Background: an optimization exercise with open tools, aiming at small area, a short achievable clock period and few clock cycles per item. Do not read the settings as production practice.
In this exercise RTL edits were held to simulation tests only and were not proved equivalent to the original.
Power and IR drop assume default switching activity.

==> run P <==
==> flow/design.v (excerpt) <==
module encoder_accelerated_value (
    input  logic                          aclk,
    input  logic                          aresetn,
    input  logic                          cfg_valid,
    output logic                          cfg_ready,
    input  logic [eav_pkg::CFG_IDX_W-1:0] cfg_index,
    input  logic [eav_pkg::DATA_W-1:0]    cfg_data,
    input  logic                          s_tvalid,
    output logic                          s_tready,
    input  logic [eav_pkg::DATA_W-1:0]    s_tdata,   
    input  logic                          s_tuser,   
    output logic                          m_tvalid,
    input  logic                          m_tready,
    output logic [eav_pkg::M_DATA_W-1:0]  m_tdata,   
    output logic                          m_tuser    
);
clock: 10.0 ns
lec_check: 0
abc_area: 1
cap_margin: 20
core_margin: 2
core_utilization: 40
setup_slack_margin: 4
slew_margin: 20
run.sh (not shown) runs the stock make flow with config.mk's settings and CLKGATE_MAP_FILE= SYNTH_SCRIPT=/design/flow/synth_recipe.tcl, a recipe that flattens the netlist after the stock synthesis.
==> inputs of run D, as changes to run P <==
--- a/flow/design.v
+++ b/flow/design.v
@@ -178,46 +178,47 @@
     logic [32:0]  tacc;          
     logic [7:0]   rem_r;
     logic [3:0]   cnt_r;
     logic         f_pos, f_tk1, f_gch, f_grow, f_div;
     logic [3:0]   b_one, b_two, b_neg;
     logic         b_top, b_nz;
+    logic [7:0]   b_raw;         
     logic         min_is_lo, max_is_hi, min_gt_max, max_lt1, ratio_ge2, ratio_z;
     logic [30:0]  maxc;          
     assign min_is_lo = (min_r == LO);
     assign max_is_hi = (max_r == HI);
     eav_csign #(.W(33)) u_mgt (
         .a({max_r[31], max_r}), .b(~{min_r[31], min_r}), .c(33'd0), .cin(1'b1), .sign(min_gt_max)
     );
     assign max_lt1    = max_r[31] || (max_r == 32'd0);
     assign maxc       = max_lt1 ? 31'd1 : max_r[30:0];
     assign ratio_ge2  = (ratio_r[7:1] != 7'd0);
     assign ratio_z    = (ratio_r == 8'd0);
-    logic [41:0]  mac_x, mac_s, mac_c, v;
-    assign mac_x = ({42{f_pos}} & {{10{acc_r[31]}}, acc_r})
-                 | ({42{f_gch}} & {9'd0, tacc});
-    eav_mac #(.W(42)) u_mac (
+    logic [35:0]  mac_x, mac_s, mac_c, v;
+    assign mac_x = ({36{f_pos}} & {{4{acc_r[31]}}, acc_r})
+                 | ({36{f_gch}} & {3'd0, tacc});
+    eav_mac #(.W(36)) u_mac (
         .a(ib_d), .one(b_one), .two(b_two), .neg(b_neg), .top(b_top),
         .x(mac_x), .s(mac_s), .c(mac_c)
     );
-    eav_padd #(.W(42)) u_vsum (.a(mac_s), .b(mac_c), .cin(1'b0), .sum(v));
+    eav_padd #(.W(36)) u_vsum (.a(mac_s), .b(mac_c), .cin(1'b0), .sum(v));
     logic [31:0] vc, moved;
     logic [32:0] dvc, dtv;
     assign vc = acc_r | {32{vcf_r}};
     eav_padd #(.W(33)) u_dvc (.a({vc[31], vc}), .b(~{vt_r[31], vt_r}), .cin(1'b1), .sum(dvc));
     eav_padd #(.W(33)) u_dtv (.a({vt_r[31], vt_r}), .b(~{vc[31], vc}), .cin(1'b1), .sum(dtv));
     assign moved = dvc[32] ? dtv[31:0] : dvc[31:0];
-    logic [41:0] cmp_y;
+    logic [35:0] cmp_y;
     logic        lo_neg, hi_neg, tk_lt;
-    assign cmp_y = f_pos ? {{10{min_r[31]}}, min_r} : {10'd0, moved};
-    eav_csign #(.W(42)) u_lo (
+    assign cmp_y = f_pos ? {{4{min_r[31]}}, min_r} : {4'd0, moved};
+    eav_csign #(.W(36)) u_lo (
         .a(mac_s), .b(mac_c), .c(~cmp_y), .cin(!f_grow), .sign(lo_neg)
     );
     assign tk_lt = lo_neg;
-    eav_csign #(.W(42)) u_hi (
-        .a(mac_s), .b(mac_c), .c(~{{10{max_r[31]}}, max_r}), .cin(1'b0), .sign(hi_neg)
+    eav_csign #(.W(36)) u_hi (
+        .a(mac_s), .b(mac_c), .c(~{{4{max_r[31]}}, max_r}), .cin(1'b0), .sign(hi_neg)
     );
     logic [30:0] shz;
     logic [32:0] shd;
     logic        shrink;
     assign shz = f_grow ? maxc : step_r;
     eav_padd #(.W(33)) u_shr (.a({1'b0, moved}), .b(~{2'b00, shz}), .cin(1'b1), .sum(shd));
@@ -228,18 +229,28 @@
             2'd0: last_ch = (step_r[30:8] == '0);
             2'd1: last_ch = (step_r[30:16] == '0);
             2'd2: last_ch = (step_r[30:24] == '0);
             default: last_ch = 1'b1;
         endcase
     end
-    assign force_sat = dovf && b_nz;
+    logic        big;
+    logic [31:0] anz;            
+    always_comb begin
+        anz[31] = ib_d[31] ^ ib_d[32];
+        for (int k = 30; k >= 0; k--)
+            anz[k] = anz[k+1] | (ib_d[k] ^ ib_d[32]);
+        big = 1'b0;
+        for (int j = 1; j < 8; j++)
+            big = big | (b_raw[j] & anz[32-j]);
+    end
+    assign force_sat = (dovf && b_nz) || big;
     logic        over, under, lo_hit, hi_hit, pos_last;
     logic [31:0] sat, fin;
     assign pos_last = last_ch || ib_z;
-    assign over  = force_sat ? !dneg : (!v[41] && (v[40:31] != '0));
-    assign under = force_sat ?  dneg : ( v[41] && (v[40:31] != '1));
+    assign over  = force_sat ? !dneg : (!v[35] && (v[34:31] != '0));
+    assign under = force_sat ?  dneg : ( v[35] && (v[34:31] != '1));
     assign sat   = over ? HI : under ? LO : v[31:0];
     assign lo_hit = under ? !min_is_lo : (over ? 1'b0 : lo_neg);
     assign hi_hit = lo_hit ? min_gt_max : (over ? !max_is_hi : (under ? 1'b0 : !hi_neg));
     assign fin   = hi_hit ? max_r : (lo_hit ? min_r : sat);
     logic [7:0]  rem_d;
     logic [31:0] quo_d;
@@ -278,13 +289,13 @@
                 end
             end else begin
                 t_fin = 1'b1;
             end
         end else if (f_grow) begin
             dvd = maxc;
-            if (!hi_neg) begin
+            if (!hi_neg || big) begin
                 if (shrink && ratio_ge2) begin
                     if (maxc_ge_ratio) begin
                         t_div = 1'b1;
                     end else begin
                         s_one = 1'b1;
                         t_fin = 1'b1;
@@ -396,24 +407,27 @@
             esel[6] = s_v;
             esel[7] = s_quo;
         end
     end
     logic [3:0] nb_one, nb_two, nb_neg;
     logic       nb_top, nb_nz;
+    logic [7:0] nb_raw;
     always_comb begin
         nb_one = {3'd0, s_one && (ph_n != PH_GROW) && (pc_n == 2'd0)};
         nb_two = '0;
         nb_neg = '0;
         nb_top = 1'b0;
         nb_nz  = s_one && (ph_n != PH_GROW) && (pc_n == 2'd0);
+        nb_raw = {7'd0, nb_nz};
         for (int k = 0; k < 8; k++) begin
             nb_one = nb_one | ({4{esel[k]}} & e_one[k]);
             nb_two = nb_two | ({4{esel[k]}} & e_two[k]);
             nb_neg = nb_neg | ({4{esel[k]}} & e_neg[k]);
             nb_top = nb_top | (esel[k] & e_top[k]);
             nb_nz  = nb_nz  | (esel[k] & e_nz[k]);
+            nb_raw = nb_raw | ({8{esel[k]}} & e_val[k]);
         end
     end
     always_ff @(posedge aclk) begin
         if (!aresetn) begin
             min_r     <= MIN_VALUE_RST;
             max_r     <= MAX_VALUE_RST;
@@ -437,12 +451,13 @@
             f_div     <= 1'b0;
             b_one     <= 4'b0001;
             b_two     <= 4'd0;
             b_neg     <= 4'd0;
             b_top     <= 1'b0;
             b_nz      <= 1'b1;
+            b_raw     <= 8'd1;
         end else begin
             if (cfg_valid) begin
                 case (cfg_index)
                     2'd0: min_r   <= cfg_data;
                     2'd1: max_r   <= cfg_data;
                     2'd2: ratio_r <= cfg_data[7:0];
@@ -461,12 +476,13 @@
             f_div  <= ib_v_n && (ph_n == PH_DIV);
             b_one  <= nb_one;
             b_two  <= nb_two;
             b_neg  <= nb_neg;
             b_top  <= nb_top;
             b_nz   <= nb_nz;
+            b_raw  <= nb_raw;
             if (m_tready)
                 mv_r <= 1'b0;
             if (take && !s_tuser)
                 last_r <= s_tdata;
             if (take) begin
                 b2_t <= s_tuser;
@@ -509,13 +525,13 @@
             if (go && ib_t) begin
                 if (t_fin) begin
                     clamped_r <= 1'b0;
                     vt_r      <= vc;
                 end
                 if (t_chunk)
-                    tacc <= (v[41:32] != '0) ? 33'h1_0000_0000 : {1'b0, v[31:0]};
+                    tacc <= (force_sat || v[35:32] != '0) ? 33'h1_0000_0000 : {1'b0, v[31:0]};
                 if (t_grow)
                     ib_d <= {2'b00, step_r};
                 if (t_div) begin
                     tacc  <= {1'b0, dvd_sh};
                     rem_r <= 8'd0;
                     cnt_r <= {dvd_c, 1'b1};
Settings changed: SETUP_SLACK_MARGIN 4 to 2.
==> inputs of run G, as changes to run P <==
--- a/flow/design.v
+++ b/flow/design.v
@@ -178,46 +178,47 @@
     logic [32:0]  tacc;          
     logic [7:0]   rem_r;
     logic [3:0]   cnt_r;
     logic         f_pos, f_tk1, f_gch, f_grow, f_div;
     logic [3:0]   b_one, b_two, b_neg;
     logic         b_top, b_nz;
+    logic [7:0]   b_raw;         
     logic         min_is_lo, max_is_hi, min_gt_max, max_lt1, ratio_ge2, ratio_z;
     logic [30:0]  maxc;          
     assign min_is_lo = (min_r == LO);
     assign max_is_hi = (max_r == HI);
     eav_csign #(.W(33)) u_mgt (
         .a({max_r[31], max_r}), .b(~{min_r[31], min_r}), .c(33'd0), .cin(1'b1), .sign(min_gt_max)
     );
     assign max_lt1    = max_r[31] || (max_r == 32'd0);
     assign maxc       = max_lt1 ? 31'd1 : max_r[30:0];
     assign ratio_ge2  = (ratio_r[7:1] != 7'd0);
     assign ratio_z    = (ratio_r == 8'd0);
-    logic [41:0]  mac_x, mac_s, mac_c, v;
-    assign mac_x = ({42{f_pos}} & {{10{acc_r[31]}}, acc_r})
-                 | ({42{f_gch}} & {9'd0, tacc});
-    eav_mac #(.W(42)) u_mac (
+    logic [35:0]  mac_x, mac_s, mac_c, v;
+    assign mac_x = ({36{f_pos}} & {{4{acc_r[31]}}, acc_r})
+                 | ({36{f_gch}} & {3'd0, tacc});
+    eav_mac #(.W(36)) u_mac (
         .a(ib_d), .one(b_one), .two(b_two), .neg(b_neg), .top(b_top),
         .x(mac_x), .s(mac_s), .c(mac_c)
     );
-    eav_padd #(.W(42)) u_vsum (.a(mac_s), .b(mac_c), .cin(1'b0), .sum(v));
+    eav_padd #(.W(36)) u_vsum (.a(mac_s), .b(mac_c), .cin(1'b0), .sum(v));
     logic [31:0] vc, moved;
     logic [32:0] dvc, dtv;
     assign vc = acc_r | {32{vcf_r}};
     eav_padd #(.W(33)) u_dvc (.a({vc[31], vc}), .b(~{vt_r[31], vt_r}), .cin(1'b1), .sum(dvc));
     eav_padd #(.W(33)) u_dtv (.a({vt_r[31], vt_r}), .b(~{vc[31], vc}), .cin(1'b1), .sum(dtv));
     assign moved = dvc[32] ? dtv[31:0] : dvc[31:0];
-    logic [41:0] cmp_y;
+    logic [35:0] cmp_y;
     logic        lo_neg, hi_neg, tk_lt;
-    assign cmp_y = f_pos ? {{10{min_r[31]}}, min_r} : {10'd0, moved};
-    eav_csign #(.W(42)) u_lo (
+    assign cmp_y = f_pos ? {{4{min_r[31]}}, min_r} : {4'd0, moved};
+    eav_csign #(.W(36)) u_lo (
         .a(mac_s), .b(mac_c), .c(~cmp_y), .cin(!f_grow), .sign(lo_neg)
     );
     assign tk_lt = lo_neg;
-    eav_csign #(.W(42)) u_hi (
-        .a(mac_s), .b(mac_c), .c(~{{10{max_r[31]}}, max_r}), .cin(1'b0), .sign(hi_neg)
+    eav_csign #(.W(36)) u_hi (
+        .a(mac_s), .b(mac_c), .c(~{{4{max_r[31]}}, max_r}), .cin(1'b0), .sign(hi_neg)
     );
     logic [30:0] shz;
     logic [32:0] shd;
     logic        shrink;
     assign shz = f_grow ? maxc : step_r;
     eav_padd #(.W(33)) u_shr (.a({1'b0, moved}), .b(~{2'b00, shz}), .cin(1'b1), .sum(shd));
@@ -228,18 +229,28 @@
             2'd0: last_ch = (step_r[30:8] == '0);
             2'd1: last_ch = (step_r[30:16] == '0);
             2'd2: last_ch = (step_r[30:24] == '0);
             default: last_ch = 1'b1;
         endcase
     end
-    assign force_sat = dovf && b_nz;
+    logic        big;
+    logic [31:0] anz;            
+    always_comb begin
+        anz[31] = ib_d[31] ^ ib_d[32];
+        for (int k = 30; k >= 0; k--)
+            anz[k] = anz[k+1] | (ib_d[k] ^ ib_d[32]);
+        big = 1'b0;
+        for (int j = 1; j < 8; j++)
+            big = big | (b_raw[j] & anz[32-j]);
+    end
+    assign force_sat = (dovf && b_nz) || big;
     logic        over, under, lo_hit, hi_hit, pos_last;
     logic [31:0] sat, fin;
     assign pos_last = last_ch || ib_z;
-    assign over  = force_sat ? !dneg : (!v[41] && (v[40:31] != '0));
-    assign under = force_sat ?  dneg : ( v[41] && (v[40:31] != '1));
+    assign over  = force_sat ? !dneg : (!v[35] && (v[34:31] != '0));
+    assign under = force_sat ?  dneg : ( v[35] && (v[34:31] != '1));
     assign sat   = over ? HI : under ? LO : v[31:0];
     assign lo_hit = under ? !min_is_lo : (over ? 1'b0 : lo_neg);
     assign hi_hit = lo_hit ? min_gt_max : (over ? !max_is_hi : (under ? 1'b0 : !hi_neg));
     assign fin   = hi_hit ? max_r : (lo_hit ? min_r : sat);
     logic [7:0]  rem_d;
     logic [31:0] quo_d;
@@ -278,13 +289,13 @@
                 end
             end else begin
                 t_fin = 1'b1;
             end
         end else if (f_grow) begin
             dvd = maxc;
-            if (!hi_neg) begin
+            if (!hi_neg || big) begin
                 if (shrink && ratio_ge2) begin
                     if (maxc_ge_ratio) begin
                         t_div = 1'b1;
                     end else begin
                         s_one = 1'b1;
                         t_fin = 1'b1;
@@ -396,24 +407,27 @@
             esel[6] = s_v;
             esel[7] = s_quo;
         end
     end
     logic [3:0] nb_one, nb_two, nb_neg;
     logic       nb_top, nb_nz;
+    logic [7:0] nb_raw;
     always_comb begin
         nb_one = {3'd0, s_one && (ph_n != PH_GROW) && (pc_n == 2'd0)};
         nb_two = '0;
         nb_neg = '0;
         nb_top = 1'b0;
         nb_nz  = s_one && (ph_n != PH_GROW) && (pc_n == 2'd0);
+        nb_raw = {7'd0, nb_nz};
         for (int k = 0; k < 8; k++) begin
             nb_one = nb_one | ({4{esel[k]}} & e_one[k]);
             nb_two = nb_two | ({4{esel[k]}} & e_two[k]);
             nb_neg = nb_neg | ({4{esel[k]}} & e_neg[k]);
             nb_top = nb_top | (esel[k] & e_top[k]);
             nb_nz  = nb_nz  | (esel[k] & e_nz[k]);
+            nb_raw = nb_raw | ({8{esel[k]}} & e_val[k]);
         end
     end
     always_ff @(posedge aclk) begin
         if (!aresetn) begin
             min_r     <= MIN_VALUE_RST;
             max_r     <= MAX_VALUE_RST;
@@ -437,12 +451,13 @@
             f_div     <= 1'b0;
             b_one     <= 4'b0001;
             b_two     <= 4'd0;
             b_neg     <= 4'd0;
             b_top     <= 1'b0;
             b_nz      <= 1'b1;
+            b_raw     <= 8'd1;
         end else begin
             if (cfg_valid) begin
                 case (cfg_index)
                     2'd0: min_r   <= cfg_data;
                     2'd1: max_r   <= cfg_data;
                     2'd2: ratio_r <= cfg_data[7:0];
@@ -461,12 +476,13 @@
             f_div  <= ib_v_n && (ph_n == PH_DIV);
             b_one  <= nb_one;
             b_two  <= nb_two;
             b_neg  <= nb_neg;
             b_top  <= nb_top;
             b_nz   <= nb_nz;
+            b_raw  <= nb_raw;
             if (m_tready)
                 mv_r <= 1'b0;
             if (take && !s_tuser)
                 last_r <= s_tdata;
             if (take) begin
                 b2_t <= s_tuser;
@@ -509,13 +525,13 @@
             if (go && ib_t) begin
                 if (t_fin) begin
                     clamped_r <= 1'b0;
                     vt_r      <= vc;
                 end
                 if (t_chunk)
-                    tacc <= (v[41:32] != '0) ? 33'h1_0000_0000 : {1'b0, v[31:0]};
+                    tacc <= (force_sat || v[35:32] != '0) ? 33'h1_0000_0000 : {1'b0, v[31:0]};
                 if (t_grow)
                     ib_d <= {2'b00, step_r};
                 if (t_div) begin
                     tacc  <= {1'b0, dvd_sh};
                     rem_r <= 8'd0;
                     cnt_r <= {dvd_c, 1'b1};
Settings changed: TNS_END_PERCENT set to 10.
==> qor summary <==
item	run P	run G	run D
Max rail drop VDD	112 uV	146 uV	135 uV
Arrival time at the worst endpoint	7.80 ns	7.56 ns	8.08 ns
Number of instances in the synthesized netlist	5,272	5,153	5,153
Number of well taps	1,265	1,254	1,254
Worst-case register-to-register setup slack	2.78 ns	2.93 ns	2.27 ns
First-pass iteration count of the detailed router	8	6	8
First-pass GRT wire length	257 mm	248 mm	245 mm
Number of storage elements in the synthesis netlist	359	362	362
Diodes inserted	2	1	1
Net load switching power	4.62 mW	4.45 mW	4.13 mW
Mapped Area	38,600 um^2	37,600 um^2	37,600 um^2
Synth Area in Simple Gates	0.191	0.198	0.198
Share of layout cells above drive strength 1	0.219	0.159	0.0815
Combinational group power	6.43 mW	5.73 mW	4.90 mW
DR vias/cell	5.96	5.92	5.83
Number of DRC markers in iteration 0	5,050	4,833	4,234
Number of non-clock inverters	808	749	745
Required time worst endpoint	10.58 ns	10.48 ns	10.34 ns
Fill count	8,967	9,324	9,678
Mux share of post-synthesis cell area	0.00104	0.00163	0.00163
Clk_skew	0.0521 ns	0.0438 ns	0.0895 ns
Sequential group share of total power	0.174	0.191	0.207
Post-route met1 wirelength	70.9 mm	68.7 mm	69.4 mm
Run status	timing/DRC/antenna clean	timing/DRC/antenna clean	timing/DRC/antenna clean
Reg2reg start	u_dp.b_one[3]	u_dp.b_one[1]	u_dp.vcf_r
PostCTS Resize Cnt	727	391	26
Testbench counts of run P, summed over its fixed seeds: cycles 6,037, items 4,800.
Testbench counts of run D, summed over its fixed seeds: cycles 6,037, items 4,800.
Testbench counts of run G, summed over its fixed seeds: cycles 6,037, items 4,800.

## afterwards: timing with drivers on the ports
The flow's constraints put no driver on any port. The routed layouts listed below were extracted and timed again, unchanged, in two steps.
Step 1 sets driving cells, clkbuf_16 on the clock port and buf_2 on the other inputs (assumed; they add their load-dependent delay and slew).
Step 2, shift: input delay + t, output delay - t, t = (earliest + latest rising clock arrival at the registers) / 2. This alone moves slack from input paths to output paths.
a / b / c = no drivers / after step 1 / after step 2; a / b = the first two.
| run | t, ns | slack for setup (ns) | worst data-port slew with drivers (ns) |
|---|---|---|---|
| run P | 0.703 | 2.779 / 2.779 / 2.779 | 0.04 |
| run D | 0.690 | 2.269 / 2.269 / 2.269 | 0.05 |
| run G | 0.682 | 2.925 / 2.925 / 2.925 | 0.05 |
After both steps setup and hold are still met in every run listed.
